What follows belongs to an exercise in optimizing a design on an open flow for small area, a short achievable clock period and few clock cycles; a production flow would make more cautious choices. Only simulation tests tie the RTL to the original design; equivalence was not proved. Power and IR drop assume default switching activity.

==> exp/zinc: inputs <==
// microCore
module microCore #(
    parameter int MEM_DEPTH_LOG2 = 8
) (
    input  logic        reset,
    input  logic        clk,
    input  logic        run,
    input  logic        hostReq,
    input  logic        hostWe,
    input  logic [7:0]  hostAddr,
    input  logic [15:0] hostWdata,
    output logic        hostGrant,
    output logic        hostRdValid,
    output logic [15:0] hostRdata,
    output logic [7:0]  r0Data,
    output logic        halted
);
clock: 10.0 ns
lec_check: 0
cap_margin: 40
core_area: 5 5 575 575
cts_cluster_diameter: 100
cts_cluster_size: 20
die_area: 0 0 580 580
slew_margin: 40
standard.sh (not shown) runs the stock make flow with config.mk's settings and CLKGATE_MAP_FILE= SYNTH_SCRIPT=/design/flow/synth_recipe.tcl, a recipe that flattens the netlist after the stock synthesis.
==> flow/flow/run.sh <==
#!/bin/bash
set -euo pipefail
bash standard.sh SETUP_SLACK_MARGIN=5.5 finish > standard_flow.log 2>&1
==> exp/yarrow (differences from exp/zinc) <==
--- a/flow/design.v
+++ b/flow/design.v
@@ -59,18 +59,17 @@
 `timescale 1ns/100ps
 `timescale 1ns/100ps
 `timescale 1ns/100ps
 `timescale 1ns/100ps
 module unifiedMemory (
     input  logic        reset,
     input  logic [3:0]  rdLo,
     input  logic [15:0] rdHi,
-    output logic [63:0] rdataLo,
-    output logic [63:0] rdataHi,
+    output logic [63:0] rdata,
     input  logic [15:0] wrLo,
     input  logic [15:0] wrHi,
     input  logic [15:0] wdata,
     output logic [15:0] word0
 );
     logic [255:0][15:0] storage;
     always_ff @(posedge reset)
     begin
@@ -83,25 +82,20 @@
     logic [63:0] rowSel;
     always_comb
     begin
         for (int r = 0; r < 64; r++)
             rowSel[r] = rdHi[r / 4] && rdLo[r % 4];
     end
     always_comb
     begin
-        rdataLo = 64'd0;
-        rdataHi = 64'd0;
-        for (int r = 0; r < 32; r++)
-        begin
-            rdataLo = rdataLo | ({storage[4 * r + 3], storage[4 * r + 2],
-                                  storage[4 * r + 1], storage[4 * r]} & {64{rowSel[r]}});
-            rdataHi = rdataHi | ({storage[4 * r + 131], storage[4 * r + 130],
-                                  storage[4 * r + 129], storage[4 * r + 128]} & {64{rowSel[r + 32]}});
-        end
+        rdata = 64'd0;
+        for (int r = 0; r < 64; r++)
+            rdata = rdata | ({storage[4 * r + 3], storage[4 * r + 2],
+                              storage[4 * r + 1], storage[4 * r]} & {64{rowSel[r]}});
     end
     assign word0 = storage[0];
 endmodule
 `timescale 1ns/100ps
 module microCore #(
     parameter int MEM_DEPTH_LOG2 = 8
 ) (
     input  logic        reset,
@@ -165,32 +159,29 @@
     logic [7:0]    regs [8];
     logic          zf;
     logic          fetchStop;  
     logic [2:0]    src;        
     logic [7:0]    fpc;        
     logic [7:0]    pendT;      
     logic [7:0]    ras;        
     logic          fbValid;    
-    logic [63:0]   fbWLo;      
-    logic [63:0]   fbWHi;
     logic [63:0]   fbW;
     logic [7:0]    fbAddr;
     logic          ldGo;       
     logic [3:0]    ldLo;
     logic [15:0]   ldHi;
     logic [1:0]    ldWordSel;
     logic          ldPend;     
     logic [2:0]    ldPendRz;
     logic [1:0]    ldPendSel;
     logic [7:0]    ldPendVal;
     logic [3:0]    rdLo;
     logic [15:0]   rdHi;
-    logic [63:0]   rdataLo;
-    logic [63:0]   rdataHi;
+    logic [63:0]   rdata;
     logic [15:0]   wrLo;
     logic [15:0]   wrHi;
     logic [15:0]   wdata;
     logic [15:0]   word0;
     logic [3:0]  op;
     logic [2:0]  rz;
     logic [7:0]  imm;
     logic [7:0]  rxVal;
@@ -237,17 +228,16 @@
     begin
         case (ldPendSel)
             2'd0:    ldPendVal = fbW[7:0];
             2'd1:    ldPendVal = fbW[23:16];
             2'd2:    ldPendVal = fbW[39:32];
             default: ldPendVal = fbW[55:48];
         endcase
     end
-    assign fbW = fbWLo | fbWHi;
     logic        fetchOn;      
     logic [7:0]  faBin;
     assign fetchOn = active && !fetchStop && !ldGo
                      && (fbValid ? (qn <= QB'(QD - 8)) : (qn <= QB'(QD - 4)));
     always_comb
     begin
         faBin = 8'd0;
         if (src[SRC_SEQ]) faBin = faBin | fpc;
@@ -415,17 +405,17 @@
                 | (!active ? oneHot16(hostAddr[7:4]) : 16'd0);
     assign wrLo = (exSt ? oneHot16(rxVal[3:0]) : 16'd0)
                 | (hostWr ? oneHot16(hostAddr[3:0]) : 16'd0);
     assign wrHi = (exSt ? oneHot16(rxVal[7:4]) : 16'd0)
                 | (hostWr ? oneHot16(hostAddr[7:4]) : 16'd0);
     assign wdata = hostWr ? hostWdata : {8'h00, ryVal};
     unifiedMemory i_unifiedMemory (
         .reset(reset),
-        .rdLo(rdLo), .rdHi(rdHi), .rdataLo(rdataLo), .rdataHi(rdataHi),
+        .rdLo(rdLo), .rdHi(rdHi), .rdata(rdata),
         .wrLo(wrLo), .wrHi(wrHi), .wdata(wdata),
         .word0(word0)
     );
     logic        redirect;     
     logic [2:0]  srcNew;
     logic [7:0]  pendTNew;
     logic        fetchStopNew;
     logic [7:0]  rasNew;
@@ -538,18 +528,17 @@
             ir <= nw;
         for (int i = 0; i < QD; i++)
             qw[i] <= qwNew[i];
         fetchStop <= fetchStopNew;
         src <= srcNew;
         pendT <= pendTNew;
         ras <= rasNew;
         fpc <= fpcNew;
-        fbWLo <= rdataLo;
-        fbWHi <= rdataHi;
+        fbW <= rdata;
         fbAddr <= faBin;
         ldPendRz <= rz;
         ldPendSel <= ldWordSel;
         if (exLdWait)
         begin
             ldLo <= oneHot4(rxVal[3:2]);
             ldHi <= oneHot16(rxVal[7:4]);
             ldWordSel <= rxVal[1:0];
==> flow/config.mk (replaced) <==
export PLATFORM = sky130hd
export DESIGN_NAME = microCore
export DESIGN_NICKNAME = microCore
export VERILOG_FILES = /design/flow/design.v
export SDC_FILE = /design/flow/constraint.sdc
export NUM_CORES = 4
export LEC_CHECK = 0
export CAP_MARGIN = 40
export CORE_AREA = 5 5 575 575
export DIE_AREA = 0 0 580 580
export SLEW_MARGIN = 40
==> qor summary <==
quantity	exp/yarrow	exp/zinc
Status	no timing/DRC/antenna violations	no timing/DRC/antenna violations
Skew final	0.09645 ns	0.04832 ns
XOR/XNOR Fraction of Synth Area	0.1947%	0.2119%
Pwr dens	253.4 nW/um2	242.4 nW/um2
Post-Layout Inst Area	209900 um2	202900 um2
Largest voltage drop on the vdd net	0.0002138 V	0.0002335 V
Mapped Avg Cell Area	15.24 um2	15.14 um2
Crit path arrival time	5.51 ns	5.28 ns
Final weighted congestion in routability-driven placement	0.9888	0.9744
Flops & latches, synth	4477	4541
Fraction of post-synthesis cell area in the top cell type by area	70.95%	70.05%
Max-slew headroom at the worst pin	29.74%	33.61%
Overall via count from detail_route	131961	124762
Total power draw	53.18 mW	49.17 mW
Register share of the cell area	62.69%	65.53%
Final non-filler cell total	16968	16624
Number of cells on the worst reg-to-reg path	14	20
Final period utilization	46.78%	45.81%
Fill cell count	22646	23487
Testbench counts of exp/zinc, summed over its fixed seeds: cycles 20,161.
Testbench counts of exp/yarrow, summed over its fixed seeds: cycles 20,161.

-- separate check: timing with driven ports --
The results above use ideal ports. As a check the final layouts listed here were re-extracted and re-timed, cells and wires unchanged. Step 1, drivers: a clkbuf_16 drives reset and a buf_2 each remaining input, both assumed. Step 2 times the ports against the registers' clock, not the clock port: input delays grow and output delays shrink by t, the midpoint of the rising clock arrivals with the driver on. Three values: ideal, step 1, step 2; two values: the first two.
run	shift t [ns]	setup slack, ns	worst slew at a driven data input, ns
exp/zinc	1.028	5.419 / 5.392 / 4.389	0.21
exp/yarrow	1.120	5.322 / 5.322 / 4.226	0.13
After both steps every run listed still meets setup and hold. The setup slack of exp/yarrow, which loses most, moves by 0.000 ns with the drivers and by -1.096 ns with both steps.
